This design comes from an exercise in tuning for small area and a short achievable clock period on the open sky130 flow, not from production work.
No functional check of the RTL was part of any run shown here.
No activity file was given, so power comes from the tool's default toggle rates.

$ cat design/flow/design.v
package alu_pkg;
    localparam int DATA_WIDTH   = 32;
    localparam int SHAMT_WIDTH  = 5;                           
    localparam int OPCODE_WIDTH = 6;
    localparam logic [OPCODE_WIDTH-1:0] OP_ADD    = 6'h00;
    localparam logic [OPCODE_WIDTH-1:0] OP_SUB    = 6'h01;
    localparam logic [OPCODE_WIDTH-1:0] OP_ADDSAT = 6'h02;
    localparam logic [OPCODE_WIDTH-1:0] OP_SUBSAT = 6'h03;
    localparam logic [OPCODE_WIDTH-1:0] OP_AND    = 6'h10;
    localparam logic [OPCODE_WIDTH-1:0] OP_OR     = 6'h11;
    localparam logic [OPCODE_WIDTH-1:0] OP_XOR    = 6'h12;
    localparam logic [OPCODE_WIDTH-1:0] OP_NOT    = 6'h13;
    localparam logic [OPCODE_WIDTH-1:0] OP_NOR    = 6'h14;
    localparam logic [OPCODE_WIDTH-1:0] OP_SHL    = 6'h15;
    localparam logic [OPCODE_WIDTH-1:0] OP_SHR    = 6'h16;
    localparam logic [OPCODE_WIDTH-1:0] OP_SAR    = 6'h17;
    localparam logic [OPCODE_WIDTH-1:0] OP_ROTL   = 6'h18;
    localparam logic [OPCODE_WIDTH-1:0] OP_ROTR   = 6'h19;
    localparam logic [OPCODE_WIDTH-1:0] OP_EQ     = 6'h20;
    localparam logic [OPCODE_WIDTH-1:0] OP_NE     = 6'h21;
    localparam logic [OPCODE_WIDTH-1:0] OP_LTS    = 6'h22;
    localparam logic [OPCODE_WIDTH-1:0] OP_LES    = 6'h23;
    localparam logic [OPCODE_WIDTH-1:0] OP_GTS    = 6'h24;
    localparam logic [OPCODE_WIDTH-1:0] OP_GES    = 6'h25;
    localparam logic [OPCODE_WIDTH-1:0] OP_LTU    = 6'h26;
    localparam logic [OPCODE_WIDTH-1:0] OP_LEU    = 6'h27;
    localparam logic [OPCODE_WIDTH-1:0] OP_GTU    = 6'h28;
    localparam logic [OPCODE_WIDTH-1:0] OP_GEU    = 6'h29;
endpackage
module operand_stage (
    input  logic        clk,
    input  logic        rst,
    input  logic        valid_instruction,
    input  logic [5:0]  opcode,
    input  logic [31:0] operand_a,
    input  logic [31:0] operand_b,
    input  logic        use_immediate,
    input  logic [31:0] immediate_value,
    output logic [31:0] p_q,
    output logic [31:0] g_q,
    output logic [4:0]  m_q,           
    output logic [4:0]  mn_q,          
    output logic        cin_q,         
    output logic        inv_q,         
    output logic        valid_q,
    output logic        arith_q,       
    output logic        sat_q,         
    output logic [2:0]  lut_q,         
    output logic        rot_q,         
    output logic        shr_q,         
    output logic        shl_q,         
    output logic        fill_q,        
    output logic        cmpu_q,
    output logic        cmps_q,
    output logic        cmpeq_q
);
    logic        sel_imm, sel_reg;
    logic [31:0] b_c;
    logic        invb, kill, left, cin, inv;
    logic        d_arith, d_sat, d_rot, d_shr, d_shl, d_fill, d_cmpu, d_cmps, d_cmpeq;
    logic [2:0]  d_lut;
    logic [4:0]  n, amt;
    always_comb begin
        d_arith = 1'b0; d_sat = 1'b0; d_lut = 3'b000;
        d_rot = 1'b0; d_shr = 1'b0; d_shl = 1'b0; d_fill = 1'b0;
        d_cmpu = 1'b0; d_cmps = 1'b0; d_cmpeq = 1'b0;
        case (opcode)
            alu_pkg::OP_ADD:    d_arith = 1'b1;
            alu_pkg::OP_SUB:    d_arith = 1'b1;
            alu_pkg::OP_ADDSAT: d_sat = 1'b1;
            alu_pkg::OP_SUBSAT: d_sat = 1'b1;
            alu_pkg::OP_AND:    d_lut = 3'b100;
            alu_pkg::OP_OR:     d_lut = 3'b110;
            alu_pkg::OP_XOR:    d_lut = 3'b010;
            alu_pkg::OP_NOT:    d_lut = 3'b001;        
            alu_pkg::OP_NOR:    d_lut = 3'b001;
            alu_pkg::OP_SHL:    d_shl = 1'b1;
            alu_pkg::OP_SHR:    d_shr = 1'b1;
            alu_pkg::OP_SAR:    begin d_shr = 1'b1; d_fill = 1'b1; end
            alu_pkg::OP_ROTL:   d_rot = 1'b1;
            alu_pkg::OP_ROTR:   d_rot = 1'b1;
            alu_pkg::OP_EQ:     d_cmpeq = 1'b1;
            alu_pkg::OP_NE:     d_cmpeq = 1'b1;
            alu_pkg::OP_LTS:    d_cmps = 1'b1;
            alu_pkg::OP_LES:    d_cmps = 1'b1;
            alu_pkg::OP_GTS:    d_cmps = 1'b1;
            alu_pkg::OP_GES:    d_cmps = 1'b1;
            alu_pkg::OP_LTU:    d_cmpu = 1'b1;
            alu_pkg::OP_LEU:    d_cmpu = 1'b1;
            alu_pkg::OP_GTU:    d_cmpu = 1'b1;
            alu_pkg::OP_GEU:    d_cmpu = 1'b1;
            default: ;
        endcase
    end
    logic [3:0] lo;
    assign lo   = opcode[3:0];
    assign invb = opcode[5] | (~opcode[4] & lo[0]);
    assign kill = opcode[4] & (lo[3] | (lo[1] & lo[0]) | (lo[2] & (lo[1] | lo[0])));
    assign left = ~lo[1] & (lo[3] ^ lo[0]);
    assign cin  = lo[0] ^ (opcode[5] & lo[1]);
    assign inv  = lo[1] | (lo[0] & ~lo[2] & ~lo[3]);
    assign sel_imm = use_immediate & ~kill;
    assign sel_reg = ~use_immediate & ~kill;
    assign b_c     = ((immediate_value & {32{sel_imm}}) | (operand_b & {32{sel_reg}})) ^ {32{invb}};
    assign n   = use_immediate ? immediate_value[4:0] : operand_b[4:0];
    assign amt = left ? 5'd0 - n : n;
    always_ff @(posedge clk) begin
        p_q   <= operand_a ^ b_c;
        g_q   <= operand_a & b_c;
        m_q   <= amt;
        mn_q  <= ~amt;
        cin_q <= cin;
        inv_q <= inv;
    end
    always_ff @(posedge clk or posedge rst) begin
        if (rst) begin
            valid_q <= 1'b0;
            arith_q <= 1'b0;
            sat_q   <= 1'b0;
            lut_q   <= 3'b000;
            rot_q   <= 1'b0;
            shr_q   <= 1'b0;
            shl_q   <= 1'b0;
            fill_q  <= 1'b0;
            cmpu_q  <= 1'b0;
            cmps_q  <= 1'b0;
            cmpeq_q <= 1'b0;
        end else begin
            valid_q <= valid_instruction;
            arith_q <= valid_instruction & d_arith;
            sat_q   <= valid_instruction & d_sat;
            lut_q   <= {3{valid_instruction}} & d_lut;
            rot_q   <= valid_instruction & d_rot;
            shr_q   <= valid_instruction & d_shr;
            shl_q   <= valid_instruction & d_shl;
            fill_q  <= valid_instruction & d_fill;
            cmpu_q  <= valid_instruction & d_cmpu;
            cmps_q  <= valid_instruction & d_cmps;
            cmpeq_q <= valid_instruction & d_cmpeq;
        end
    end
endmodule
module adder_unit (
    input  logic [31:0] p,
    input  logic [31:0] g,
    input  logic        cin,
    output logic [32:0] c
);
    logic [31:0] gu [0:5];      
    logic [31:0] pu [0:5];
    logic [31:0] gd [0:4];      
    logic [31:0] pd [0:4];
    always_comb begin
        gu[0] = g;
        pu[0] = p;
        gu[0][0] = cin ? (g[0] | p[0]) : g[0];          
    end
    for (genvar l = 0; l < 5; l++) begin : g_up
        for (genvar i = 0; i < 32; i++) begin : g_bit
            if ((i % (2 << l)) == ((2 << l) - 1)) begin : g_op
                assign gu[l+1][i] = gu[l][i] | (pu[l][i] & gu[l][i-(1<<l)]);
                assign pu[l+1][i] = pu[l][i] & pu[l][i-(1<<l)];
            end else begin : g_pass
                assign gu[l+1][i] = gu[l][i];
                assign pu[l+1][i] = pu[l][i];
            end
        end
    end
    assign gd[4] = gu[5];
    assign pd[4] = pu[5];
    for (genvar l = 3; l >= 0; l--) begin : g_dn
        for (genvar i = 0; i < 32; i++) begin : g_bit
            if ((i >= (3 << l) - 1) && ((i + 1) % (2 << l) == (1 << l))) begin : g_op
                assign gd[l][i] = gd[l+1][i] | (pd[l+1][i] & gd[l+1][i-(1<<l)]);
                assign pd[l][i] = pd[l+1][i] & pd[l+1][i-(1<<l)];
            end else begin : g_pass
                assign gd[l][i] = gd[l+1][i];
                assign pd[l][i] = pd[l+1][i];
            end
        end
    end
    assign c = {gd[0], cin};
endmodule
module logic_shift_unit (
    input  logic [31:0] p,
    input  logic [31:0] g,
    input  logic [4:0]  m,
    input  logic [4:0]  mn,
    input  logic [2:0]  lut,
    input  logic        rot,
    input  logic        shr,
    input  logic        shl,
    input  logic        fill,
    output logic [31:0] out
);
    logic [31:0] r [0:4];
    logic [31:0] hi;            
    logic [31:0] keep;
    logic [31:0] k0, k1;        
    logic        mz;
    logic [31:0] ge;            
    assign ge = 32'hFFFF_FFFF << m;
    assign r[0] = p;
    for (genvar k = 0; k < 4; k++) begin : g_rot
        assign r[k+1] = (r[k] | {32{m[k]}}) & ({r[k][(1<<k)-1:0], r[k][31:(1<<k)]} | {32{mn[k]}});
    end
    assign mz   = ~|m;
    for (genvar i = 0; i < 32; i++) begin : g_hi
        assign hi[i] = ~ge[31-i];                      
    end
    assign keep = {32{rot}} | ({32{shr}} & ~hi) | ({32{shl}} & (hi | {32{mz}}));
    assign k0   = keep & {32{mn[4]}};
    assign k1   = keep & {32{m[4]}};
    assign out = (r[4] & k0)
               | ({r[4][15:0], r[4][31:16]} & k1)
               | ({32{fill & p[31]}} & hi)
               | (g & {32{lut[2]}})
               | (p & {32{lut[1]}})
               | (~(g | p) & {32{lut[0]}});
endmodule
module compare_unit (
    input  logic [31:0] p,
    input  logic        g31,
    input  logic        c31,
    input  logic        cout,
    input  logic        inv,
    input  logic        cmpu,
    input  logic        cmps,
    input  logic        cmpeq,
    output logic        flag
);
    logic eq;
    logic cout_s;
    assign eq     = &p;                        
    assign cout_s = p[31] ? c31 : ~g31;
    assign flag   = ((cmpeq & eq) | (cmpu & cout) | (cmps & cout_s)) ^ (inv & (cmpeq | cmpu | cmps));
endmodule
module result_stage (
    input  logic        clk,
    input  logic        rst,
    input  logic        valid,
    input  logic        arith,
    input  logic        sat,
    input  logic        cin,
    input  logic [31:0] p,
    input  logic [31:0] g,
    input  logic [32:0] c,
    input  logic [31:0] logic_shift,
    input  logic        flag,
    output logic        resp_valid,
    output logic [31:0] resp_result,
    output logic        resp_carry,
    output logic        resp_overflow,
    output logic        resp_zero,
    output logic        resp_negative
);
    logic        ovf;
    logic        add_en;
    logic [31:0] r0, r1;        
    logic [31:0] result_d;
    assign ovf    = ~p[31] & (c[31] ^ g[31]);
    assign add_en = arith | sat;
    assign r0 = logic_shift | (p & {32{add_en}});
    assign r1 = logic_shift | (~p & {32{add_en}});
    logic sat_same;
    logic clr, set;
    logic [31:0] x;
    assign sat_same = sat & ~p[31];
    assign clr      = sat_same & g[31] & ~c[31];      
    assign set      = sat_same & ~g[31] & c[31];      
    always_comb begin
        for (int i = 0; i < 32; i++) begin
            x[i] = c[i] ? r1[i] : r0[i];
        end
        result_d[30:0] = (x[30:0] & {31{~clr}}) | {31{set | flag}};
        result_d[31]   = (x[31] ^ (clr | set)) | flag;    
    end
    always_ff @(posedge clk or posedge rst) begin
        if (rst) begin
            resp_valid    <= 1'b0;
            resp_result   <= '0;
            resp_carry    <= 1'b0;
            resp_overflow <= 1'b0;
        end else begin
            resp_valid    <= valid;
            resp_result   <= result_d;
            resp_carry    <= arith & (c[32] ^ cin);
            resp_overflow <= add_en & ovf;
        end
    end
    assign resp_zero     = resp_valid & ~|resp_result;
    assign resp_negative = resp_result[31];
endmodule
module int_alu_core (
    input  logic        clk,
    input  logic        rst,
    input  logic        valid_instruction,
    input  logic [5:0]  opcode,
    input  logic [31:0] operand_a,
    input  logic [31:0] operand_b,
    input  logic        use_immediate,
    input  logic [31:0] immediate_value,
    output logic        resp_valid,
    output logic [31:0] resp_result,
    output logic        resp_carry,
    output logic        resp_overflow,
    output logic        resp_zero,
    output logic        resp_negative
);
    logic [31:0] p, g, ls_out;
    logic [32:0] c;
    logic [4:0]  m, mn;
    logic        cin, inv, valid, arith, sat, rot, shr, shl, fill, cmpu, cmps, cmpeq;
    logic [2:0]  lut;
    logic        flag;
    operand_stage u_operand_stage (
        .clk (clk), .rst (rst),
        .valid_instruction (valid_instruction), .opcode (opcode),
        .operand_a (operand_a), .operand_b (operand_b),
        .use_immediate (use_immediate), .immediate_value (immediate_value),
        .p_q (p), .g_q (g), .m_q (m), .mn_q (mn), .cin_q (cin), .inv_q (inv), .valid_q (valid),
        .arith_q (arith), .sat_q (sat), .lut_q (lut), .rot_q (rot), .shr_q (shr),
        .shl_q (shl), .fill_q (fill), .cmpu_q (cmpu), .cmps_q (cmps), .cmpeq_q (cmpeq)
    );
    adder_unit u_adder_unit (
        .p (p), .g (g), .cin (cin), .c (c)
    );
    logic_shift_unit u_logic_shift_unit (
        .p (p), .g (g), .m (m), .mn (mn), .lut (lut), .rot (rot), .shr (shr), .shl (shl),
        .fill (fill), .out (ls_out)
    );
    compare_unit u_compare_unit (
        .p (p), .g31 (g[31]), .c31 (c[31]), .cout (c[32]), .inv (inv),
        .cmpu (cmpu), .cmps (cmps), .cmpeq (cmpeq), .flag (flag)
    );
    result_stage u_result_stage (
        .clk (clk), .rst (rst), .valid (valid), .arith (arith), .sat (sat), .cin (cin),
        .p (p), .g (g), .c (c), .logic_shift (ls_out), .flag (flag),
        .resp_valid (resp_valid), .resp_result (resp_result), .resp_carry (resp_carry),
        .resp_overflow (resp_overflow), .resp_zero (resp_zero), .resp_negative (resp_negative)
    );
endmodule
module alu_top (
    input  logic        clk,
    input  logic        rst,
    input  logic        valid_instruction,
    input  logic [5:0]  opcode,
    input  logic [31:0] operand_a,
    input  logic [31:0] operand_b,
    input  logic        use_immediate,
    input  logic [31:0] immediate_value,
    output logic        resp_valid,
    output logic [31:0] resp_result,
    output logic        resp_carry,
    output logic        resp_overflow,
    output logic        resp_zero,
    output logic        resp_negative
);
    int_alu_core u_core (
        .clk               (clk),
        .rst               (rst),
        .valid_instruction (valid_instruction),
        .opcode            (opcode),
        .operand_a         (operand_a),
        .operand_b         (operand_b),
        .use_immediate     (use_immediate),
        .immediate_value   (immediate_value),
        .resp_valid        (resp_valid),
        .resp_result       (resp_result),
        .resp_carry        (resp_carry),
        .resp_overflow     (resp_overflow),
        .resp_zero         (resp_zero),
        .resp_negative     (resp_negative)
    );
endmodule
$ cat design/flow/flow/run.sh
#!/bin/bash
# Own layout flow: the standard ORFS flow (standard.sh, standard synthesis
# unchanged) with two sizing changes: the I/O port buffers are inserted as
# buf_1 cells instead of the cell buffer_ports picks by default, and the
# resizer may swap cells across footprints (MATCH_CELL_FOOTPRINT=0), so those
# buffers and the logic can be upsized where timing needs it.
set -euo pipefail
export BUFFER_PORTS_ARGS="-buffer_cell sky130_fd_sc_hd__buf_1"
bash standard.sh MATCH_CELL_FOOTPRINT=0 finish > flow_make.log 2>&1
$ cat design/flow/standard.sh
#!/bin/bash
# synth_recipe.tcl (not shown) runs the flow's synth.tcl, then flattens the netlist and writes it again
# the make line also repeats each setting of config.mk as NAME=value (left out here)
make -C /OpenROAD-flow-scripts/flow DESIGN_CONFIG=/design/flow/config.mk WORK_HOME=/design/flow/orfs CLKGATE_MAP_FILE= SYNTH_SCRIPT=/design/flow/synth_recipe.tcl "${@:-finish}"
$ cat design/flow/config.mk
export PLATFORM = sky130hd
export DESIGN_NAME = alu_top
export DESIGN_NICKNAME = alu_top
export VERILOG_FILES = /design/flow/design.v
export SDC_FILE = /design/flow/constraint.sdc
export NUM_CORES = 4
export LEC_CHECK = 0
export ABC_CLOCK_PERIOD_IN_PS = 2500
export CAP_MARGIN = 20
export CORE_MARGIN = 2
export CORE_UTILIZATION = 50
export CTS_BUF_LIST = sky130_fd_sc_hd__clkbuf_8
export SETUP_SLACK_MARGIN = 3.2
export SLEW_MARGIN = 20
export TNS_END_PERCENT = 0
$ cat design/flow/constraint.sdc
create_clock -name core_clock -period 6.0 [get_ports {clk}]
set_input_delay 1.2000 -clock core_clock [delete_from_list [all_inputs] [get_ports {clk}]]
set_output_delay 1.2000 -clock core_clock [all_outputs]
set_load 0.01 [all_outputs]
==> results of run 1 <==
flip-flops by register name, indices dropped and copies added, names as in the netlist:
register and cells:
u_core.u_operand_stage.shl_q 1, u_core.u_operand_stage.m_q 5, u_core.u_operand_stage.cmpeq_q 1, u_core.u_operand_stage.inv_q 1
u_core.u_operand_stage.cin_q 1, u_core.u_operand_stage.fill_q 1, u_core.u_operand_stage.valid_q 1, u_core.u_result_stage.resp_carry 1
u_core.u_operand_stage.g_q 32, u_core.u_operand_stage.cmpu_q 1, u_core.u_operand_stage.p_q 32, u_core.u_operand_stage.mn_q 5
u_core.u_operand_stage.sat_q 1, u_core.u_operand_stage.arith_q 1, u_core.u_operand_stage.cmps_q 1, u_core.u_result_stage.resp_overflow 1
u_core.u_result_stage.resp_valid 1, u_core.u_operand_stage.rot_q 1, u_core.u_result_stage.resp_result 32, u_core.u_operand_stage.shr_q 1
u_core.u_operand_stage.lut_q 3
repair_timing:
| action | in CTS | in global routing |
|---|---|---|
| hold buffers | 0 | 0 |
| setup endpoints to repair | 33 | 49 |
| gates resized for setup | 15 | 23 |
| cloned | 0 | 2 |
| pin swaps | 4 | 2 |
layer usage:
metal | global-route usage [%] | share of wire (%)
met1 | 47.1 | 44
met5 | 0 | 0
met3 | 6.95 | 10
met4 | 17.6 | 5.8
met2 | 46.7 | 40
power by group:
part,internal (mW),switching (mW),total (mW)
clock,0.384,0.402,0.786
sequential,0.939,0.224,1.16
combinational,0.453,0.750,1.20
total,1.78,1.38,3.15
layout by cell type, fill, tap and decap left out, types with 16 or more instances in the layout:
| cell | count |
|---|---|
| buf_4 | 18 |
| dfrtp_1 | 48 |
| nand2_1 | 51 |
| a21oi_1 | 96 |
| ha_1 | 39 |
| o21ai_0 | 41 |
| dfxtp_1 | 64 |
| o22ai_1 | 43 |
| buf_1 | 140 |
| inv_1 | 19 |
| o21ai_1 | 16 |
| clkbuf_8 | 17 |
| xnor2_1 | 49 |
| a22o_1 | 18 |
| o21ai_2 | 17 |
| nor3b_1 | 23 |
| o22a_1 | 18 |
| a221oi_1 | 40 |
| nor2_1 | 92 |
| mux2i_1 | 49 |
| a22oi_1 | 63 |
area by class of cell:
cell class,count,share of cell area [%]
multi-input combinational,876,59.6
tap,234,2.79
inverter,21,0.751
sequential,124,26.1
clock buffer,17,2.23
clock inverter,15,1.66
timing repair buffer,163,6.87
cell families after synthesis:
| group | after synthesis |
|---|---|
| flip-flops | 124 |
| AND/OR/NAND/NOR | 280 |
| AO/OA/AOI/OAI | 446 |
| multiplexers | 49 |
| buffers and inverters | 138 |
| XOR/XNOR | 60 |
| adder cells (fa/ha/maj) | 39 |
worst max-delay path: stages, from the launching register on:
cell      delay [ns]
dfxtp_1         0.32
buf_4           0.24
o22ai_1         0.61
a22oi_1         0.17
o22a_1          0.26
o22ai_1         0.37
o32ai_1         0.22
a211oi_1        0.52
o21ai_2         0.09
final timing paths:
| check | startpoint | to | slack (ns) | depth (start not counted) |
|---|---|---|---|---|
| setup / recovery | u_core.u_operand_stage.mn_q[0] | u_core.u_result_stage.resp_result[16] | 3.07 | 8 |
| max in group asynchronous | rst | u_core.u_result_stage.resp_result[3] | 4.74 | 3 |
| setup reg to reg | u_core.u_operand_stage.mn_q[0] | u_core.u_result_stage.resp_result[16] | 3.07 | 8 |
| min in group asynchronous | rst | u_core.u_operand_stage.valid_q | 0.75 | 2 |
| hold / removal | u_core.u_operand_stage.valid_q | u_core.u_result_stage.resp_valid | 0.36 | 0 |
| hold reg to reg | u_core.u_operand_stage.valid_q | u_core.u_result_stage.resp_valid | 0.36 | 0 |
==> reports/results.txt, run 1 <==
Starting DRT DRC Count -> 1,603
Main synth FF type -> dfxtp_1
FMAX -> 342 MHz
Fin cells -> 1,450
Leakage -> 4.10 nW
Worst Path Required -> 6.33 ns
Overall power -> 3.15 mW
Post-synthesis xor/xnor area fraction -> 5.57%
# fillers -> 1,827
Global route overflow -> 0
DR pass1 iterations -> 7
GRT Overall Usage -> 33.1%
Clock Pin Slew Worst Setup and Hold Paths -> 0.09 ns
First-pass GRT wire length -> 50,700 um
Final setup skew -> 0.0240 ns
Die span in x -> 141 um
Dpl cells -> 1,415
Simple-gate share of the synthesized area -> 15.2%
Area Growth Syn to Fin -> 11.2%
Mapped Cells -> 1,136
Post-synth EDFFs -> 0
Sequential share of the synthesized area -> 28.8%
Post-synthesis adder-cell area fraction -> 5.17%
H-tree depth -> 4
Yosys warning count -> 329
DRC Markers -> 0
RePlAce Congestion -> 1.05
Synth area leader -> dfxtp_1
Post-Route WL -> 33,400 um
Post-Place Setup Slack -> 2.75 ns
Total Die Area -> 20,000 um^2
Final WS setup -> 3.07 ns
Post-DRT Antenna Nets -> 0
Setup repair bufs after CTS -> 0
Power Dens Cells -> 300 nW/um^2
Core Region -> 18,600 um^2
Relative slew slack -> 27.0%
Skew-Pair Late Insertion Delay -> 0.47 ns
TritonCTS Buffers -> 17
Max Root-Sink Buffers -> 2
# diodes -> 0
Fin crit share -> 48.8%
Synthesized area per cell -> 8.31 um^2
Max Fanout on Critical Path -> 32
Initial Util -> 50.6%
Max_cap viols -> 0
Clock root cell -> clkbuf_8
Final-stage net count -> 1,348
Compound-Gate Fraction of Synth Area -> 33.3%
Hold Vio Cnt, Final -> 0
Initial antenna violation count -> 0
Synth top area cells -> dfxtp_1, dfrtp_1, a21oi_1
Fin area -> 10,500 um^2
RSZ-0062 raised after global routing -> yes
Worst Max-Slew Pin Slew -> 1.09 ns
Peak supply drop -> 0.146 mV
Kind of critical path -> flop to flop
Max-slew violation count -> 0
Async SR Flop Fraction -> 38.7%
Area of the multi-input gates -> 6260 um^2
Element type at the critical path end -> flop
Port Buffer Count -> 142
Syn nets -> 1,281
Post-synthesis cell type count -> 79
Vias per cell -> 6.61
Proportion of synthesized area in mux cells -> 5.19%
Largest family of logic cells by synthesized area -> compound AO/OA/AOI/OAI gates
CTS Sinks -> 124
Row count -> 50
Synth Register Bits -> 124
CP arrival -> 3.26 ns
Layout cells sized above 1 -> 11.0%
Vias in the first global route -> 8,642
Synth top cells by count -> a21oi_1, nor2_1, dfxtp_1
Worst Hold Class -> flop to flop
Endpoints failing setup -> 0
Die height -> 141 um
Utilization after layout -> 56.3%
Status -> timing/DRC/antenna clean
Fin crit period -> 2.93 ns
Final HPWL DP -> 25,000 um
Largest net degree at the start of global routing -> 49
Routed WL per cell -> 23.0 um
Min Hold Slack -> 0.362 ns
Routed via count -> 9,584
Register Area -> 2740 um^2
Dominant cell by count in the synthesized netlist -> a21oi_1
Placed cell area -> 9890 um^2
Yosys top cell area share -> 16.1%
Synth Cell Area -> 9440 um^2
CTS tree -> yes
Top Ports -> 143
Startpoint Class -> flop
Final setup TNS -> 0 ns
==> run 2, diff against run 1 <==
--- a/design/flow/design.v
+++ b/design/flow/design.v
@@ -179,7 +179,15 @@
             end
         end
     end
-    assign c = {gd[0], cin};
+    logic g_30_28, p_30_28, g_27_16, p_27_16, g_30_16, p_30_16, c31_fast;
+    assign g_30_28  = gu[0][30] | (pu[0][30] & gu[2][29]);       
+    assign p_30_28  = pu[0][30] & pu[2][29];
+    assign g_27_16  = gu[3][27] | (pu[3][27] & gu[4][23]);       
+    assign p_27_16  = pu[3][27] & pu[4][23];
+    assign g_30_16  = g_30_28 | (p_30_28 & g_27_16);
+    assign p_30_16  = p_30_28 & p_27_16;
+    assign c31_fast = g_30_16 | (p_30_16 & gu[5][15]);           
+    assign c = {gd[0][31], c31_fast, gd[0][29:0], cin};
 endmodule
 module logic_shift_unit (
     input  logic [31:0] p,
==> run 2 against run 1 <==
- critical endpoint is now u_core.u_result_stage.resp_result[0]
- still clean
- cell area fell by 0.48%
- clock power rose by 5.3%
- setup slack improved by 0.091 ns
==> reports/results.txt, run 2 <==
Area Growth Syn to Fin -> 12.6% (was 11.2%)
Initial antenna violation count -> 1 (was 0)
CTS Sinks -> 124 (unchanged)
Worst Reg2Reg Path Length in Cells -> 9 (was 8)
Kind of critical path -> flop to flop (unchanged)
Max-slew violation count -> 0 (unchanged)
Startpoint Class -> flop (unchanged)
Most common cell after layout, fill and taps aside -> buf_1 (unchanged)
Element type at the critical path end -> flop (unchanged)
First-pass GRT wire length -> 49,100 um (was 50,700 um)
Leakage -> 4.14 nW (was 4.10 nW)
Post-synth EDFFs -> 0 (unchanged)
Clock root cell -> clkbuf_8 (unchanged)
RSZ-0062 raised after global routing -> yes (unchanged)
Peak supply drop -> 0.152 mV (was 0.146 mV)
Port Buffer Count -> 142 (unchanged)
Synth top area cells -> dfxtp_1, dfrtp_1, a22oi_1 (was dfxtp_1, dfrtp_1, a21oi_1)
Fin crit share -> 47.3% (was 48.8%)
Internal reg-to-reg setup slack -> 3.16 ns (was 3.07 ns)
Post-Route WL -> 31,900 um (was 33,400 um)
Yosys warning count -> 329 (unchanged)
Total Die Area -> 19,700 um^2 (was 20,000 um^2)
Post-synthesis cell type count -> 76 (was 79)
Die height -> 140 um (was 141 um)
Top Ports -> 143 (unchanged)
Skew-Pair Late Insertion Delay -> 0.46 ns (was 0.47 ns)
# diodes -> 0 (unchanged)
Max_cap viols -> 0 (unchanged)
Starting DRT DRC Count -> 1,148 (was 1,603)
Relative slew slack -> 34.0% (was 27.0%)
Global route overflow -> 0 (unchanged)
Main synth FF type -> dfxtp_1 (unchanged)
Min-Delay Startpoint -> u_core.u_operand_stage.valid_q (unchanged)
Vias in the first global route -> 8,274 (was 8,642)
Overall power -> 3.13 mW (was 3.15 mW)
Hold_buf cts -> 0 (unchanged)
Status -> timing/DRC/antenna clean (unchanged)
Final-stage net count -> 1,305 (was 1,348)
Worst Path Required -> 6.31 ns (was 6.33 ns)
Routed via count -> 9,352 (was 9,584)
Routed WL per cell -> 22.8 um (was 23.0 um)
Synth top cells by count -> clkbuf_1, nor2_1, dfxtp_1 (was a21oi_1, nor2_1, dfxtp_1)
Clock Pin Slew Worst Setup and Hold Paths -> 0.08 ns (was 0.09 ns)
GRT Overall Usage -> 32.4% (was 33.1%)
Utilization after layout -> 57.8% (was 56.3%)
Final setup skew -> 0.0186 ns (was 0.0240 ns)
Largest net degree at the start of global routing -> 49 (unchanged)
Fin crit period -> 2.84 ns (was 2.93 ns)
Worst reg2reg path endpoint -> u_core.u_result_stage.resp_result[0] (was u_core.u_result_stage.resp_result[16])
Vias per cell -> 6.67 (was 6.61)
Biggest registers after layout -> u_core.u_operand_stage.g_q x32, u_core.u_operand_stage.p_q x32, u_core.u_result_stage.resp_result x32 (unchanged)
Yosys top cell area share -> 16.4% (was 16.1%)
Mapped Cells -> 1,092 (was 1,136)
DR pass1 iterations -> 7 (unchanged)
Worst Max-Slew Pin Slew -> 0.988 ns (was 1.09 ns)
Power Dens Cells -> 299 nW/um^2 (was 300 nW/um^2)
Initial Util -> 51.3% (was 50.6%)
Final HPWL DP -> 23,500 um (was 25,000 um)
Synthesized area per cell -> 8.50 um^2 (was 8.31 um^2)
TritonCTS Buffers -> 17 (unchanged)
Synth Register Bits -> 124 (unchanged)
# fillers -> 1,675 (was 1,827)
Sequential share of the synthesized area -> 29.3% (was 28.8%)
Min Hold Slack -> 0.362 ns (about the same)
DRC Markers -> 0 (unchanged)
Core Region -> 18,100 um^2 (was 18,600 um^2)
RePlAce Congestion -> 1.01 (was 1.05)
Most frequent cells in the layout -> buf_1, nor2_1, a22oi_1 (was buf_1, a21oi_1, nor2_1)
Syn nets -> 1,237 (was 1,281)
CP arrival -> 3.15 ns (was 3.26 ns)
CTS tree -> yes (unchanged)
FMAX -> 353 MHz (was 342 MHz)
WHS Path Cells -> 0 (unchanged)
Synth area leader -> dfxtp_1 (unchanged)
Dominant cell by count in the synthesized netlist -> clkbuf_1 (was a21oi_1)
Endpoints failing setup -> 0 (unchanged)
Hold Path End -> u_core.u_result_stage.resp_valid (unchanged)
Max Root-Sink Buffers -> 2 (unchanged)
Max Fanout on Critical Path -> 11 (was 32)
Hold Vio Cnt, Final -> 0 (unchanged)
H-tree depth -> 4 (unchanged)
Post-DRT Antenna Nets -> 0 (unchanged)
Row count -> 49 (was 50)
Async SR Flop Fraction -> 38.7% (unchanged)
Synth Cell Area -> 9280 um^2 (was 9440 um^2)
Final setup TNS -> 0 ns (unchanged)
Startpoint of the worst register-to-register path -> u_core.u_operand_stage.p_q[21] (was u_core.u_operand_stage.mn_q[0])
Layout cells sized above 1 -> 11.8% (was 11.0%)
Worst Hold Class -> flop to flop (unchanged)
Die span in x -> 140 um (was 141 um)
## run 2: logic make-up after synthesis
group	Yosys count	share of synthesized area [%]
AND/OR/NAND/NOR	228	12.1
flip-flops	124	29.3
multiplexers	46	5.02
XOR/XNOR	60	5.66
adder cells (fa/ha/maj)	39	5.26
AO/OA/AOI/OAI	459	36.7
buffers and inverters	136	5.99
## run 2: what timing repair did
action,in CTS,in global routing
gates cloned,4,0
endpoints found under the setup margin,34,41
pin swaps,7,1
setup buffers,3,0
gates resized for setup,30,5
## run 2: how the worst max path moves through the flow
stage                                                     start                              endpoint  slack, ns  depth (start not counted)
final                            u_core.u_operand_stage.p_q[21]  u_core.u_result_stage.resp_result[0]       3.16                          9
after global routing             u_core.u_operand_stage.p_q[21]  u_core.u_result_stage.resp_result[0]       3.03                          9
after CTS                 u_core.u_result_stage.resp_result[22]                             resp_zero       3.15                          4
after detailed placement                          use_immediate        u_core.u_operand_stage.mn_q[4]       2.65                          7
after global placement                            use_immediate        u_core.u_operand_stage.mn_q[4]       2.73                          7
after floorplan                                   use_immediate         u_core.u_operand_stage.p_q[3]       3.20                          6
## run 2: power by group
part           leakage, nW  switching (mW)  total (mW)  internal [mW]
clock network        0.229           0.350       0.828          0.478
logic                 2.63           0.658        1.12          0.460
registers             1.29           0.239        1.18          0.942
total                 4.14            1.25        3.13           1.88
## run 2: final cells by class
class,instances,area (um^2),share of cell area (%)
multi-input combinational,832,6120,58.6
inverter,20,80.1,0.767
timing repair buffer,164,767,7.34
tap,229,287,2.74
timing repair inverter,1,7.51,0.0719
clock inverter,13,186,1.78
sequential,124,2740,26.2
clock buffer,19,262,2.50
## run 2: per-stage QoR
stage	instances	area [um^2]	setup slack [ns]
after floorplan	1092	9280	3.20
after global placement	1363	9770	2.73
after detailed placement	1363	9770	2.65
after CTS	1402	10400	3.15
after global routing	1402	10400	3.03
final	1402	10400	3.16
## run 2: worst max-delay path: stages, from the launching register on
cell and delay, ns:
dfxtp_1 0.44, and3_1 0.29, a311o_2 0.45, a221o_1 0.30
a21o_1 0.19, a221oi_4 0.34, mux2i_4 0.31, buf_12 0.15
buf_12 0.13, o21ai_0 0.10
## run 2: routing by layer
layer,GRT usage (%),wire [um]
met5,0,13
met1,46.0,13800
met4,15.9,1440
met3,7.66,3510
met2,46.0,13100
==> run 3, diff against run 2 <==
==> design/flow/config.mk (replaced) <==
export PLATFORM = sky130hd
export DESIGN_NAME = alu_top
export DESIGN_NICKNAME = alu_top
export VERILOG_FILES = /design/flow/design.v
export SDC_FILE = /design/flow/constraint.sdc
export NUM_CORES = 4
export LEC_CHECK = 0
export CAP_MARGIN = 20
export CORE_MARGIN = 2
export CORE_UTILIZATION = 50
export CTS_BUF_LIST = sky130_fd_sc_hd__clkbuf_8
export SETUP_SLACK_MARGIN = 3.12
export SLEW_MARGIN = 20
export TNS_END_PERCENT = 100
==> run 3 against run 2 <==
- still clean on timing, DRC and antenna
- synthesized cell count unchanged
- routed wire length decreased by 0.12%
- hold slack got worse by 0.0014 ns
- die area unchanged
- clock-buffer cell count unchanged
- combinational power about the same
- first-iteration DRC count increased by 6.4%
- via count decreased by 0.34%
- critical endpoint is now u_core.u_result_stage.resp_result[12]
- largest cell class unchanged
==> reports/results.txt, run 3 <==
Final HPWL DP -> 23,500 um (unchanged)
Startpoint Class -> flop (unchanged)
Async SR Flop Fraction -> 38.7% (unchanged)
CP arrival -> 3.16 ns (was 3.15 ns)
Final setup TNS -> 0 ns (unchanged)
Status -> timing/DRC/antenna clean (unchanged)
Post-DRT Antenna Nets -> 0 (unchanged)
Worst Hold Class -> flop to flop (unchanged)
CTS Sinks -> 124 (unchanged)
Element type at the critical path end -> flop (unchanged)
Starting DRT DRC Count -> 1,221 (was 1,148)
Mapped Cells -> 1,092 (unchanged)
Main synth FF type -> dfxtp_1 (unchanged)
Hold_buf cts -> 0 (unchanged)
Hold Vio Cnt, Final -> 0 (unchanged)
Final-stage net count -> 1,307 (was 1,305)
Synth Cell Area -> 9280 um^2 (unchanged)
Endpoints failing setup -> 0 (unchanged)
Initial antenna violation count -> 2 (was 1)
Setup crit start -> u_core.u_operand_stage.g_q[16] (was u_core.u_operand_stage.p_q[21])
Fin crit share -> 47.2% (was 47.3%)
Yosys top cell area share -> 16.4% (unchanged)
Synth top cells by count -> clkbuf_1, nor2_1, dfxtp_1 (unchanged)
Relative slew slack -> 34.3% (was 34.0%)
Synth area leader -> dfxtp_1 (unchanged)
Die span in x -> 140 um (unchanged)
Most common cell after layout, fill and taps aside -> buf_1 (unchanged)
TritonCTS Buffers -> 17 (unchanged)
Leakage -> 4.17 nW (was 4.14 nW)
Max Root-Sink Buffers -> 2 (unchanged)
Most frequent cells in the layout -> buf_1, nor2_1, a22oi_1 (unchanged)
CTS tree -> yes (unchanged)
Total Die Area -> 19,700 um^2 (unchanged)
Global route overflow -> 0 (unchanged)
Routed via count -> 9,320 (was 9,352)
Layout cells sized above 1 -> 11.9% (was 11.8%)
RSZ-0062 raised after global routing -> yes (unchanged)
Max_cap viols -> 0 (unchanged)
Row count -> 49 (unchanged)
Die height -> 140 um (unchanged)
Largest net degree at the start of global routing -> 49 (unchanged)
Yosys warning count -> 329 (unchanged)
Peak supply drop -> 0.151 mV (was 0.152 mV)
Core Region -> 18,100 um^2 (unchanged)
GRT Overall Usage -> 32.3% (was 32.4%)
Fin area -> 10,500 um^2 (was 10,400 um^2)
Port Buffer Count -> 142 (unchanged)
Worst Max-Slew Pin Slew -> 0.983 ns (was 0.988 ns)
Max Fanout on Critical Path -> 8 (was 11)
Top Ports -> 143 (unchanged)
Area Growth Syn to Fin -> 13.1% (was 12.6%)
Post-Route WL -> 31,900 um (about the same)
# fillers -> 1,674 (was 1,675)
Placed cell area -> 9770 um^2 (unchanged)
DRC Markers -> 0 (unchanged)
DR pass1 iterations -> 6 (was 7)
H-tree depth -> 4 (unchanged)
Worst Path Required -> 6.33 ns (was 6.31 ns)
Met2 Usage GRT -> 45.8% (was 46.0%)
Routed WL per cell -> 22.7 um (was 22.8 um)
Fin crit period -> 2.83 ns (was 2.84 ns)
Syn nets -> 1,237 (unchanged)
Dominant cell by count in the synthesized netlist -> clkbuf_1 (unchanged)
Synth top area cells -> dfxtp_1, dfrtp_1, a22oi_1 (unchanged)
Synthesized area per cell -> 8.50 um^2 (unchanged)
Synth Register Bits -> 124 (unchanged)
Vias per cell -> 6.63 (was 6.67)
GR Util met1 -> 46.1% (was 46.0%)
GR peak layer -> met1 (was met2)
Final setup skew -> 0.0143 ns (was 0.0186 ns)
Clock root cell -> clkbuf_8 (unchanged)
Power Dens Cells -> 298 nW/um^2 (was 299 nW/um^2)
FMAX -> 353 MHz (about the same)
Clock Pin Slew Worst Setup and Hold Paths -> 0.08 ns (about the same)
Global routing usage on met3 -> 7.32% (was 7.66%)
Initial Util -> 51.3% (unchanged)
Max-slew violation count -> 0 (unchanged)
First-pass GRT wire length -> 48,900 um (was 49,100 um)
Startpoint of the worst register-to-register path -> u_core.u_operand_stage.g_q[16] (was u_core.u_operand_stage.p_q[21])
Post-synth EDFFs -> 0 (unchanged)
Skew-Pair Late Insertion Delay -> 0.46 ns (about the same)
Utilization after layout -> 58.0% (was 57.8%)
Min-Delay Startpoint -> u_core.u_operand_stage.valid_q (unchanged)
Biggest registers after layout -> u_core.u_operand_stage.g_q x32, u_core.u_operand_stage.p_q x32, u_core.u_result_stage.resp_result x32 (unchanged)
Kind of critical path -> flop to flop (unchanged)
Vias in the first global route -> 8,222 (was 8,274)
Post-synthesis cell type count -> 76 (unchanged)
Sequential share of the synthesized area -> 29.3% (unchanged)
RePlAce Congestion -> 1.01 (unchanged)
-- run 3: changes by cell type in the layout (fill, tap and decap cells not counted), sizes merged --
cell,previous run,this run
buf,161,163
diode,0,1
-- run 3: final timing paths --
path / depth (start not counted) / slack (ns) / end
max in group asynchronous: 2 / 4.67 / u_core.u_operand_stage.shr_q
worst min register to register: 0 / 0.36 / u_core.u_result_stage.resp_valid
worst max register to register: 10 / 3.17 / u_core.u_result_stage.resp_result[12]
min in group asynchronous: 2 / 0.84 / u_core.u_operand_stage.valid_q
worst min-delay path: 0 / 0.36 / u_core.u_result_stage.resp_valid
worst max-delay path: 10 / 3.17 / u_core.u_result_stage.resp_result[12]
-- run 3: logic make-up after synthesis --
| logic type | share of synthesized area, % |
|---|---|
| and+or+nand+nor | 12.1 |
| xor gates and xnor gates | 5.66 |
| muxes | 5.02 |
| DFF | 29.3 |
| buffers and inverters | 5.99 |
| AOI/OAI and AO/OA | 36.7 |
| adders and majority gates | 5.26 |
-- run 3: critical path: stages, from the launching register on --
cell       delay [ns]
dfxtp_4          0.34
a21o_1           0.18
a31o_1           0.25
a311o_2          0.44
a221o_1          0.30
a21o_1           0.19
a221oi_4         0.33
mux2i_4          0.31
buf_12           0.15
clkbuf_16        0.16
o21ai_2          0.05
-- run 3: cell type report --
class	instances	area (um^2)	area share, %
Clock inverter	13	186	1.78
Timing Repair inverter	1	5.00	0.0477
Timing Repair Buffer	166	807	7.69
Inverter	20	80.1	0.763
Clock buffer	19	262	2.49
Multi-Input combinational cell	832	6120	58.4
Tap cell	229	287	2.73
Antenna cell	1	2.50	0.0238
Sequential cell	124	2740	26.1
-- run 3: where the power goes --
part	internal, mW	switching, mW	total (mW)
Clock	0.478	0.349	0.827
Combinational	0.463	0.661	1.12
Sequential	0.941	0.237	1.18
-- run 3: timing repair --
| action | in CTS | in global routing |
|---|---|---|
| pin swaps | 5 | 6 |
| gates resized for setup | 21 | 18 |
| endpoints found under the hold margin | 0 | 0 |
| gates cloned | 4 | 0 |
| setup buffers | 2 | 3 |
| endpoints found under the setup margin | 33 | 37 |
-- run 3: routing by layer --
metal  share of wire (%)  wire length (um)
met1                  43             13700
met5               0.041                13
met4                 4.8              1530
met2                  41             13100
met3                  11              3550
-- run 3: metrics by stage --
step           power (mW)  cells  hold WS (ns)  worst slack (ns)
2_1_floorplan        1.90   1092         0.331              3.20
3_3_place_gp         2.22   1363         0.332              2.73
3_5_place_dp         2.23   1363         0.345              2.65
4_1_cts              3.09   1401         0.363              3.09
5_1_grt              3.28   1404         0.367              3.04
6_report             3.13   1405         0.361              3.17
==> run 4, diff against run 3 <==
--- a/design/flow/design.v
+++ b/design/flow/design.v
@@ -179,15 +179,7 @@
             end
         end
     end
-    logic g_30_28, p_30_28, g_27_16, p_27_16, g_30_16, p_30_16, c31_fast;
-    assign g_30_28  = gu[0][30] | (pu[0][30] & gu[2][29]);       
-    assign p_30_28  = pu[0][30] & pu[2][29];
-    assign g_27_16  = gu[3][27] | (pu[3][27] & gu[4][23]);       
-    assign p_27_16  = pu[3][27] & pu[4][23];
-    assign g_30_16  = g_30_28 | (p_30_28 & g_27_16);
-    assign p_30_16  = p_30_28 & p_27_16;
-    assign c31_fast = g_30_16 | (p_30_16 & gu[5][15]);           
-    assign c = {gd[0][31], c31_fast, gd[0][29:0], cin};
+    assign c = {gd[0], cin};
 endmodule
 module logic_shift_unit (
     input  logic [31:0] p,
@@ -201,27 +193,27 @@
     input  logic        fill,
     output logic [31:0] out
 );
-    logic [31:0] r [0:4];
+    logic [31:0] r [0:5];
     logic [31:0] hi;            
     logic [31:0] keep;
-    logic [31:0] k0, k1;        
     logic        mz;
+    logic        keep_hi, keep_lo, fill_hi;
     logic [31:0] ge;            
     assign ge = 32'hFFFF_FFFF << m;
     assign r[0] = p;
-    for (genvar k = 0; k < 4; k++) begin : g_rot
+    for (genvar k = 0; k < 5; k++) begin : g_rot
         assign r[k+1] = (r[k] | {32{m[k]}}) & ({r[k][(1<<k)-1:0], r[k][31:(1<<k)]} | {32{mn[k]}});
     end
-    assign mz   = ~|m;
+    assign mz      = ~|m;
+    assign keep_hi = rot | shl;                        
+    assign keep_lo = rot | shr | (shl & mz);           
+    assign fill_hi = fill & p[31];                     
     for (genvar i = 0; i < 32; i++) begin : g_hi
         assign hi[i] = ~ge[31-i];                      
     end
-    assign keep = {32{rot}} | ({32{shr}} & ~hi) | ({32{shl}} & (hi | {32{mz}}));
-    assign k0   = keep & {32{mn[4]}};
-    assign k1   = keep & {32{m[4]}};
-    assign out = (r[4] & k0)
-               | ({r[4][15:0], r[4][31:16]} & k1)
-               | ({32{fill & p[31]}} & hi)
+    assign keep = (hi & {32{keep_hi}}) | (~hi & {32{keep_lo}});
+    assign out = (r[5] & keep)
+               | (hi & {32{fill_hi}})
                | (g & {32{lut[2]}})
                | (p & {32{lut[1]}})
                | (~(g | p) & {32{lut[0]}});
@@ -263,25 +255,21 @@
     output logic        resp_negative
 );
     logic        ovf;
+    logic        clamp;
     logic        add_en;
     logic [31:0] r0, r1;        
     logic [31:0] result_d;
     assign ovf    = ~p[31] & (c[31] ^ g[31]);
+    assign clamp  = sat & ovf;
     assign add_en = arith | sat;
     assign r0 = logic_shift | (p & {32{add_en}});
     assign r1 = logic_shift | (~p & {32{add_en}});
-    logic sat_same;
-    logic clr, set;
-    logic [31:0] x;
-    assign sat_same = sat & ~p[31];
-    assign clr      = sat_same & g[31] & ~c[31];      
-    assign set      = sat_same & ~g[31] & c[31];      
     always_comb begin
         for (int i = 0; i < 32; i++) begin
-            x[i] = c[i] ? r1[i] : r0[i];
+            result_d[i] = c[i] ? r1[i] : r0[i];
         end
-        result_d[30:0] = (x[30:0] & {31{~clr}}) | {31{set | flag}};
-        result_d[31]   = (x[31] ^ (clr | set)) | flag;    
+        if (clamp) result_d = {g[31], {31{~g[31]}}};     
+        if (flag)  result_d = '1;
     end
     always_ff @(posedge clk or posedge rst) begin
         if (rst) begin
==> design/flow/config.mk (replaced) <==
export PLATFORM = sky130hd
export DESIGN_NAME = alu_top
export DESIGN_NICKNAME = alu_top
export VERILOG_FILES = /design/flow/design.v
export SDC_FILE = /design/flow/constraint.sdc
export NUM_CORES = 4
export LEC_CHECK = 0
export ABC_CLOCK_PERIOD_IN_PS = 2500
export CAP_MARGIN = 20
export CORE_MARGIN = 2
export CORE_UTILIZATION = 50
export CTS_BUF_LIST = sky130_fd_sc_hd__clkbuf_8
export SETUP_SLACK_MARGIN = 3.2
export SLEW_MARGIN = 20
export TNS_END_PERCENT = 0
==> run 4 against run 3 <==
- area after synthesis decreased by 2.5%
- synthesized cell count decreased by 0.27%
- via count about the same
- critical path depth decreased by 2
- final cell count increased by 0.21%
- clock-buffer cell count unchanged
- global-route usage increased by 1.2 points
- power increased by 3.1%
==> reports/results.txt, run 4 <==
Global route overflow -> 0 (unchanged)
Kind of critical path -> flop to flop (unchanged)
Dpl cells -> 1,364 (was 1,363)
Final WS setup -> 3.08 ns (was 3.17 ns)
Most common cell after layout, fill and taps aside -> buf_1 (unchanged)
RePlAce Congestion -> 1.09 (was 1.01)
Sequential share of the synthesized area -> 30.1% (was 29.3%)
Synth Register Bits -> 124 (unchanged)
Vias per cell -> 6.62 (was 6.63)
Area of the multi-input gates -> 5930 um^2 (was 6120 um^2)
Synth area leader -> dfxtp_1 (unchanged)
Fin crit period -> 2.92 ns (was 2.83 ns)
Synth top area cells -> dfxtp_1, dfrtp_1, xnor2_1 (was dfxtp_1, dfrtp_1, a22oi_1)
Clock Pin Slew Worst Setup and Hold Paths -> 0.09 ns (was 0.08 ns)
Hold Vio Cnt, Final -> 0 (unchanged)
Layout cells sized above 1 -> 10.9% (was 11.9%)
CP arrival -> 3.28 ns (was 3.16 ns)
Initial antenna violation count -> 0 (was 2)
Fin crit share -> 48.6% (was 47.2%)
Yosys warning count -> 329 (unchanged)
Clock network fraction of design power -> 24.4% (was 26.4%)
Int Pwr -> 1.85 mW (was 1.88 mW)
Startpoint Class -> flop (unchanged)
# fillers -> 1,700 (was 1,674)
CTS Sinks -> 124 (unchanged)
Final HPWL DP -> 24,000 um (was 23,500 um)
Synthesized area per cell -> 8.31 um^2 (was 8.50 um^2)
Max-slew violation count -> 0 (unchanged)
Core Region -> 17,800 um^2 (was 18,100 um^2)
Status -> timing/DRC/antenna clean (unchanged)
Max Root-Sink Buffers -> 2 (unchanged)
Leakage -> 3.96 nW (was 4.17 nW)
GRT Overall Usage -> 33.5% (was 32.3%)
First-pass GRT wire length -> 50,100 um (was 48,900 um)
Port Buffer Count -> 142 (unchanged)
Post-Route WL -> 32,300 um (was 31,900 um)
Sw frac -> 42.6% (was 39.9%)
DR pass1 iterations -> 7 (was 6)
Syn nets -> 1,234 (was 1,237)
# diodes -> 0 (was 1)
Final setup TNS -> 0 ns (unchanged)
Worst Path Required -> 6.36 ns (was 6.33 ns)
Peak supply drop -> 0.169 mV (was 0.151 mV)
Yosys top cell area share -> 16.8% (was 16.4%)
Biggest registers after layout -> u_core.u_operand_stage.g_q x32, u_core.u_operand_stage.p_q x32, u_core.u_result_stage.resp_result x32 (unchanged)
Top Ports -> 143 (unchanged)
Element type at the critical path end -> flop (unchanged)
Mapped Cells -> 1,089 (was 1,092)
Async SR Flop Fraction -> 38.7% (unchanged)
Synth top cells by count -> nor2_1, clkbuf_1, dfxtp_1 (was clkbuf_1, nor2_1, dfxtp_1)
Min-Delay Startpoint -> u_core.u_operand_stage.valid_q (unchanged)
Power Dens Cells -> 314 nW/um^2 (was 298 nW/um^2)
Most frequent cells in the layout -> buf_1, nor2_1, a21oi_1 (was buf_1, nor2_1, a22oi_1)
CTS tree -> yes (unchanged)
DRC Markers -> 0 (unchanged)
Endpoints failing setup -> 0 (unchanged)
Final setup skew -> 0.0133 ns (was 0.0143 ns)
Worst reg2reg path endpoint -> u_core.u_result_stage.resp_result[23] (was u_core.u_result_stage.resp_result[12])
Final-stage net count -> 1,311 (was 1,307)
Starting DRT DRC Count -> 1,132 (was 1,221)
Skew-Pair Late Insertion Delay -> 0.47 ns (was 0.46 ns)
Post-DRT Antenna Nets -> 0 (unchanged)
Initial Util -> 50.7% (was 51.3%)
Startpoint of the worst register-to-register path -> u_core.u_operand_stage.p_q[31] (was u_core.u_operand_stage.g_q[16])
P_sw -> 1.37 mW (was 1.25 mW)
Post-synth EDFFs -> 0 (unchanged)
Worst Max-Slew Pin Slew -> 0.938 ns (was 0.983 ns)
Total Die Area -> 19,200 um^2 (was 19,700 um^2)
Post-synthesis cell type count -> 77 (was 76)
Sequential share of power -> 36.7% (was 37.6%)
Area Growth Syn to Fin -> 13.6% (was 13.1%)
Row count -> 49 (unchanged)
Main synth FF type -> dfxtp_1 (unchanged)
RSZ-0062 raised after global routing -> yes (unchanged)
Relative slew slack -> 37.4% (was 34.3%)
Register Area -> 2760 um^2 (was 2740 um^2)
Die span in x -> 139 um (was 140 um)
FMAX -> 343 MHz (was 353 MHz)
Post-Place Setup Slack -> 2.30 ns (was 2.65 ns)
Internal reg-to-reg setup slack -> 3.08 ns (was 3.17 ns)
Die height -> 139 um (was 140 um)
Hold Path End -> u_core.u_result_stage.resp_valid (unchanged)
Max_cap viols -> 0 (unchanged)
Synth Cell Area -> 9040 um^2 (was 9280 um^2)
TritonCTS Buffers -> 17 (unchanged)
Utilization after layout -> 57.6% (was 58.0%)
Logic pwr share -> 39.0% (was 35.9%)
Routed via count -> 9,327 (was 9,320)
WHS Path Cells -> 0 (unchanged)
Routed WL per cell -> 22.9 um (was 22.7 um)
Worst Reg2Reg Path Length in Cells -> 8 (was 10)
Vias in the first global route -> 8,596 (was 8,222)
Clock root cell -> clkbuf_8 (unchanged)
Worst Hold Class -> flop to flop (unchanged)
Max Fanout on Critical Path -> 16 (was 8)
Largest net degree at the start of global routing -> 54 (was 49)
Dominant cell by count in the synthesized netlist -> nor2_1 (was clkbuf_1)
H-tree depth -> 4 (unchanged)
Fin cells -> 1,408 (was 1,405)
## run 4: power by group through the flow
| stage | logic [mW] | registers (mW) | clock network (mW) |
|---|---|---|---|
| 2_1_floorplan | 0.889 | 1.06 | 0 |
| 3_3_place_gp | 1.17 | 1.16 | 0 |
| 3_5_place_dp | 1.17 | 1.17 | 0 |
| 4_1_cts | 1.21 | 1.16 | 0.797 |
| 5_1_grt | 1.35 | 1.20 | 0.836 |
| 6_report | 1.26 | 1.18 | 0.785 |
## run 4: cell families after synthesis
| group | Yosys count | synth area share [%] |
|---|---|---|
| flip-flops | 124 | 30.1 |
| AO/OA/AOI/OAI | 432 | 34.5 |
| buffers and inverters | 142 | 6.36 |
| adder cells (fa/ha/maj) | 39 | 5.39 |
| multiplexers | 37 | 4.09 |
| XOR/XNOR | 64 | 6.20 |
| AND/OR/NAND/NOR | 251 | 13.4 |
## run 4: per-layer routing
layer	vias up	share of wire (%)	GRT usage, %
li1	4273	-	-
met5	-	0	0
met2	568	42	48.7
met4	0	4.1	13.5
met3	99	9.7	7.38
met1	4387	44	48.2
## run 4: final cells by class
| class | instances | share of cell area [%] |
|---|---|---|
| Timing Repair Buffer | 169 | 7.35 |
| Inverter | 30 | 1.21 |
| Tap cell | 229 | 2.79 |
| Timing Repair inverter | 1 | 0.0487 |
| Sequential cell | 124 | 26.9 |
| Clock inverter | 13 | 1.49 |
| Clock buffer | 19 | 2.54 |
| Multi-Input combinational cell | 823 | 57.7 |
## run 4: worst max path at each step
stage | from | to | slack, ns | depth (start not counted)
floorplan | use_immediate | u_core.u_operand_stage.p_q[3] | 3.20 | 6
global placement | u_core.u_operand_stage.p_q[14] | u_core.u_result_stage.resp_result[0] | 1.97 | 7
detailed placement | u_core.u_operand_stage.p_q[14] | u_core.u_result_stage.resp_result[0] | 2.30 | 8
CTS | u_core.u_operand_stage.p_q[0] | u_core.u_result_stage.resp_result[0] | 3.13 | 9
global route | u_core.u_operand_stage.p_q[5] | u_core.u_result_stage.resp_result[0] | 3.02 | 10
finish | u_core.u_operand_stage.p_q[31] | u_core.u_result_stage.resp_result[23] | 3.08 | 8
## run 4: worst max-delay path: stages (launching register included)
cell      delay [ns]
dfxtp_1         0.83
o22a_1          0.32
o32a_1          0.17
o21a_1          0.30
o22ai_1         0.20
o311ai_2        0.40
a21oi_1         0.17
o311a_1         0.16
o31ai_1         0.27
## run 4: through the flow
stage                     hold WS [ns]  cell area (um^2)  power (mW)
final                            0.357             10300        3.23
after global routing             0.372             10300        3.38
after CTS                        0.359             10200        3.17
after detailed placement         0.339              9560        2.33
after global placement           0.339              9540        2.33
after floorplan                  0.331              9040        1.95
## run 4: repair_timing
| item | CTS | global route |
|---|---|---|
| pin swaps | 12 | 6 |
| gates cloned | 0 | 1 |
| hold buffers | 0 | 0 |
| endpoints found under the setup margin | 38 | 71 |
| setup buffers | 8 | 3 |
| resized for setup | 41 | 23 |
==> run 5, diff against run 4 <==
==> design/flow/config.mk (replaced) <==
export PLATFORM = sky130hd
export DESIGN_NAME = alu_top
export DESIGN_NICKNAME = alu_top
export VERILOG_FILES = /design/flow/design.v
export SDC_FILE = /design/flow/constraint.sdc
export NUM_CORES = 4
export LEC_CHECK = 0
export CAP_MARGIN = 20
export CORE_MARGIN = 2
export CORE_UTILIZATION = 50
export CTS_BUF_LIST = sky130_fd_sc_hd__clkbuf_8
export SETUP_SLACK_MARGIN = 3.12
export SLEW_MARGIN = 20
export TNS_END_PERCENT = 100
==> run 5 against run 4 <==
- cell area rose by 1.4%
- die area unchanged
- highest routed layer unchanged
- power is 0.98% higher
- clock power is essentially flat
- sequential power hardly changed
- via count up 0.42%
- register-to-register slack better by 0.096 ns
- area after synthesis stayed put
- setup slack gained 0.073 ns
- clock skew hardly changed
- first-iteration DRC count is 8.7% higher
- sequential cell count stayed put
==> reports/results.txt, run 5 <==
Status -> timing/DRC/antenna clean (unchanged)
P_sw -> 1.39 mW (was 1.37 mW)
Max incr delay on CP -> 0.41 ns (was 0.83 ns)
Layout cells sized above 1 -> 12.4% (was 10.9%)
Syn nets -> 1,234 (unchanged)
Max stage delay cell, worst path -> dfrtp_1 (was dfxtp_1)
DRC Markers -> 0 (unchanged)
Min-Delay Startpoint -> u_core.u_operand_stage.valid_q (unchanged)
# diodes -> 0 (unchanged)
Starting DRT DRC Count -> 1,231 (was 1,132)
Yosys warning count -> 329 (unchanged)
CTS tree -> yes (unchanged)
Final setup TNS -> 0 ns (unchanged)
Synthesized area per cell -> 8.31 um^2 (unchanged)
Synth area leader -> dfxtp_1 (unchanged)
Sequential share of the synthesized area -> 30.1% (unchanged)
Post-DRT Antenna Nets -> 0 (unchanged)
RePlAce Congestion -> 1.09 (unchanged)
FMAX -> 352 MHz (was 343 MHz)
Final HPWL DP -> 24,000 um (unchanged)
Max-slew violation count -> 0 (unchanged)
TritonCTS Buffers -> 17 (unchanged)
Global route overflow -> 0 (unchanged)
Synth top area cells -> dfxtp_1, dfrtp_1, xnor2_1 (unchanged)
Hold Vio Cnt, Final -> 0 (unchanged)
Sequential share of power -> 36.3% (was 36.7%)
Dominant cell by count in the synthesized netlist -> nor2_1 (unchanged)
Initial antenna violation count -> 0 (unchanged)
Worst reg2reg path endpoint -> u_core.u_result_stage.resp_result[23] (unchanged)
Final setup skew -> 0.0132 ns (was 0.0133 ns)
Vias in the first global route -> 8,579 (was 8,596)
Clock root cell -> clkbuf_8 (unchanged)
DR pass1 iterations -> 5 (was 7)
Routed WL per cell -> 22.9 um (about the same)
Delay-heaviest family, CP -> simple AND/OR/NAND/NOR gates (was compound AO/OA/AOI/OAI gates)
Core Region -> 17,800 um^2 (unchanged)
Async SR Flop Fraction -> 38.7% (unchanged)
Worst Max-Slew Pin Slew -> 0.940 ns (was 0.938 ns)
Synth Cell Area -> 9040 um^2 (unchanged)
Endpoints failing setup -> 0 (unchanged)
Area Growth Syn to Fin -> 15.2% (was 13.6%)
Min Hold Slack -> 0.357 ns (about the same)
Placed cell area -> 9560 um^2 (unchanged)
Peak supply drop -> 0.172 mV (was 0.169 mV)
Main synth FF type -> dfxtp_1 (unchanged)
Element type at the critical path end -> output port (was flop)
Simple-gate share of the synthesized area -> 13.4% (unchanged)
Routed via count -> 9,366 (was 9,327)
Post-synth EDFFs -> 0 (unchanged)
Worst Hold Class -> flop to flop (unchanged)
Largest net degree at the start of global routing -> 54 (unchanged)
First-pass GRT wire length -> 50,000 um (was 50,100 um)
Hold_buf cts -> 0 (unchanged)
Post-synthesis cell type count -> 77 (unchanged)
Kind of critical path -> flop to output port (was flop to flop)
Port Buffer Count -> 142 (unchanged)
Worst Path Required -> 4.80 ns (was 6.36 ns)
Largest family of logic cells by synthesized area -> compound AO/OA/AOI/OAI gates (unchanged)
Fin crit share -> 47.4% (was 48.6%)
Sw frac -> 42.5% (was 42.6%)
Power Dens Cells -> 313 nW/um^2 (was 314 nW/um^2)
Post-synthesis xor/xnor area fraction -> 6.20% (unchanged)
Hold Path End -> u_core.u_result_stage.resp_valid (unchanged)
H-tree depth -> 4 (unchanged)
Max Fanout on Critical Path -> 2 (was 16)
Startpoint of the worst register-to-register path -> u_core.u_operand_stage.m_q[1] (was u_core.u_operand_stage.p_q[31])
Top Ports -> 143 (unchanged)
WHS Path Cells -> 0 (unchanged)
Worst Reg2Reg Path Length in Cells -> 9 (was 8)
Most frequent cells in the layout -> buf_1, nor2_1, a21oi_1 (unchanged)
Clock network fraction of design power -> 24.1% (was 24.4%)
CP Cell Sequence -> nor4_4, nand4_1, nor3_2, buf_2 (was o22a_1, o32a_1, o21a_1, o22ai_1, o311ai_2, a21oi_1, o311a_1, o31ai_1)
Max Root-Sink Buffers -> 2 (unchanged)
Die height -> 139 um (unchanged)
Biggest registers after layout -> u_core.u_operand_stage.g_q x32, u_core.u_operand_stage.p_q x32, u_core.u_result_stage.resp_result x32 (unchanged)
Most common cell after layout, fill and taps aside -> buf_1 (unchanged)
Final-stage net count -> 1,323 (was 1,311)
Vias per cell -> 6.60 (was 6.62)
CP arrival -> 1.64 ns (was 3.28 ns)
GRT Overall Usage -> 33.4% (was 33.5%)
# fillers -> 1,692 (was 1,700)
Clock Pin Slew Worst Setup and Hold Paths -> 0.09 ns (about the same)
Proportion of synthesized area in mux cells -> 4.09% (unchanged)
Synth Register Bits -> 124 (unchanged)
CTS Sinks -> 124 (unchanged)
Die span in x -> 139 um (unchanged)
Row count -> 49 (unchanged)
Yosys top cell area share -> 16.8% (unchanged)
Total Die Area -> 19,200 um^2 (unchanged)
Leakage -> 4.03 nW (was 3.96 nW)
Relative slew slack -> 37.1% (was 37.4%)
Int Pwr -> 1.87 mW (was 1.85 mW)
Post-synthesis adder-cell area fraction -> 5.39% (unchanged)
Skew-Pair Late Insertion Delay -> 0.47 ns (about the same)
Internal reg-to-reg setup slack -> 3.18 ns (was 3.08 ns)
Max_cap viols -> 0 (unchanged)
RSZ-0062 raised after global routing -> yes (unchanged)
Fin crit period -> 2.84 ns (was 2.92 ns)
Initial Util -> 50.7% (unchanged)
Compound-Gate Fraction of Synth Area -> 34.5% (unchanged)
Fin area -> 10,400 um^2 (was 10,300 um^2)
Mapped Cells -> 1,089 (unchanged)
Synth top cells by count -> nor2_1, clkbuf_1, dfxtp_1 (unchanged)
Logic pwr share -> 39.6% (was 39.0%)
Post-Route WL -> 32,600 um (was 32,300 um)
Startpoint Class -> flop (unchanged)
Sum of buffers and inverters on the critical path -> 1 (was 0)
==> run 5: layout make-up <==
cell class	instances	area [um^2]	share of cell area (%)
Clock inverter	13	153	1.46
Timing Repair inverter	2	10.0	0.0961
Tap cell	229	287	2.75
Clock buffer	19	262	2.51
Timing Repair Buffer	180	848	8.14
Multi-Input combinational cell	823	5960	57.2
Inverter	30	124	1.19
Sequential cell	124	2780	26.7
==> run 5: worst max-delay path by stage <==
stage | start | to | cells after the start
5_1_grt | u_core.u_result_stage.resp_result[6] | resp_zero | 4
3_5_place_dp | u_core.u_operand_stage.p_q[14] | u_core.u_result_stage.resp_result[0] | 8
4_1_cts | u_core.u_operand_stage.p_q[15] | u_core.u_result_stage.resp_result[0] | 9
2_1_floorplan | use_immediate | u_core.u_operand_stage.p_q[3] | 6
3_3_place_gp | u_core.u_operand_stage.p_q[14] | u_core.u_result_stage.resp_result[0] | 7
6_report | u_core.u_result_stage.resp_result[21] | resp_zero | 4
==> run 5: cells by family (layout without fill, tap and decap cells) <==
group,count (synthesis),after routing
AOI/OAI and AO/OA,432,432
xor gates and xnor gates,64,64
adders and majority gates,39,39
buffers and inverters,142,244
DFF,124,124
muxes,37,37
and+or+nand+nor,251,251
==> run 5: layer usage <==
layer	GRT usage [%]	vias to the layer above	share of wire (%)	wire (um)
met5	0	-	0	0
met2	48.6	567	42	13700
met4	13.5	0	3.8	1240
li1	-	4306	-	-
met3	7.38	81	9.7	3170
met1	48.2	4412	44	14400
==> run 5: worst reg2reg max path: stages, from the launching register on <==
cell      delay (ns)
dfxtp_1         0.32
buf_4           0.41
or2_2           0.33
o32a_1          0.17
o21a_1          0.30
o22ai_1         0.20
o311ai_2        0.39
a21oi_1         0.17
o311a_1         0.16
o31ai_1         0.27
==> run 5: power groups by stage <==
stage | clock, mW | combinational (mW) | sequential, mW
after floorplan | 0 | 0.889 | 1.06
after global placement | 0 | 1.17 | 1.16
after detailed placement | 0 | 1.17 | 1.17
after CTS | 0.797 | 1.20 | 1.16
after global routing | 0.837 | 1.37 | 1.20
final | 0.785 | 1.29 | 1.18
==> run 5: per-stage QoR <==
| step | std cells | utilization, % | setup slack, ns | power (mW) |
|---|---|---|---|---|
| after global routing | 1420 | 58.4 | 3.04 | 3.41 |
| after floorplan | 1089 | - | 3.20 | 1.95 |
| after global placement | 1363 | 53.5 | 1.97 | 2.33 |
| after detailed placement | 1364 | 53.6 | 2.30 | 2.33 |
| final | 1420 | 58.4 | 3.16 | 3.26 |
| after CTS | 1403 | 56.8 | 3.10 | 3.16 |
==> run 5: timing repair <==
action | CTS | global route
buffers inserted | 7 | 15
cloned | 0 | 2
pin swaps | 11 | 13
gates resized for setup | 35 | 45
endpoints found under the setup margin | 34 | 47

[re-timing with driven ports]
The results above use ideal ports. As a check the final layouts listed here were re-extracted and re-timed, cells and wires unchanged.
Step 1 (the two cells are an assumption about what drives the block):
set clk [get_ports {clk}]
set_driving_cell -lib_cell sky130_fd_sc_hd__clkbuf_16 $clk
set_driving_cell -lib_cell sky130_fd_sc_hd__buf_2 [delete_from_list [all_inputs] $clk]
Step 2, shift: input delay + t, output delay - t, t = (earliest + latest rising clock arrival at the registers) / 2. This alone moves slack from input paths to output paths.
a / b / c = ideal / step 1 / step 2; a / b = the first two.
| run | t (ns) | setup WS [ns] | worst register clock-pin slew, ns |
|---|---|---|---|
| run 1 | 0.498 | 3.074 / 3.074 / 2.782 | 0.11 / 0.11 |
| run 2 | 0.496 | 3.165 / 3.159 / 2.845 | 0.08 / 0.08 |
| run 3 | 0.493 | 3.165 / 3.157 / 2.848 | 0.08 / 0.08 |
| run 4 | 0.509 | 3.084 / 3.084 / 2.738 | 0.09 / 0.09 |
| run 5 | 0.508 | 3.157 / 3.112 / 2.799 | 0.09 / 0.09 |
After both steps setup and hold are still met in every run listed. The setup slack of run 5, which loses most, moves by -0.045 ns with the drivers and by -0.358 ns with both steps.
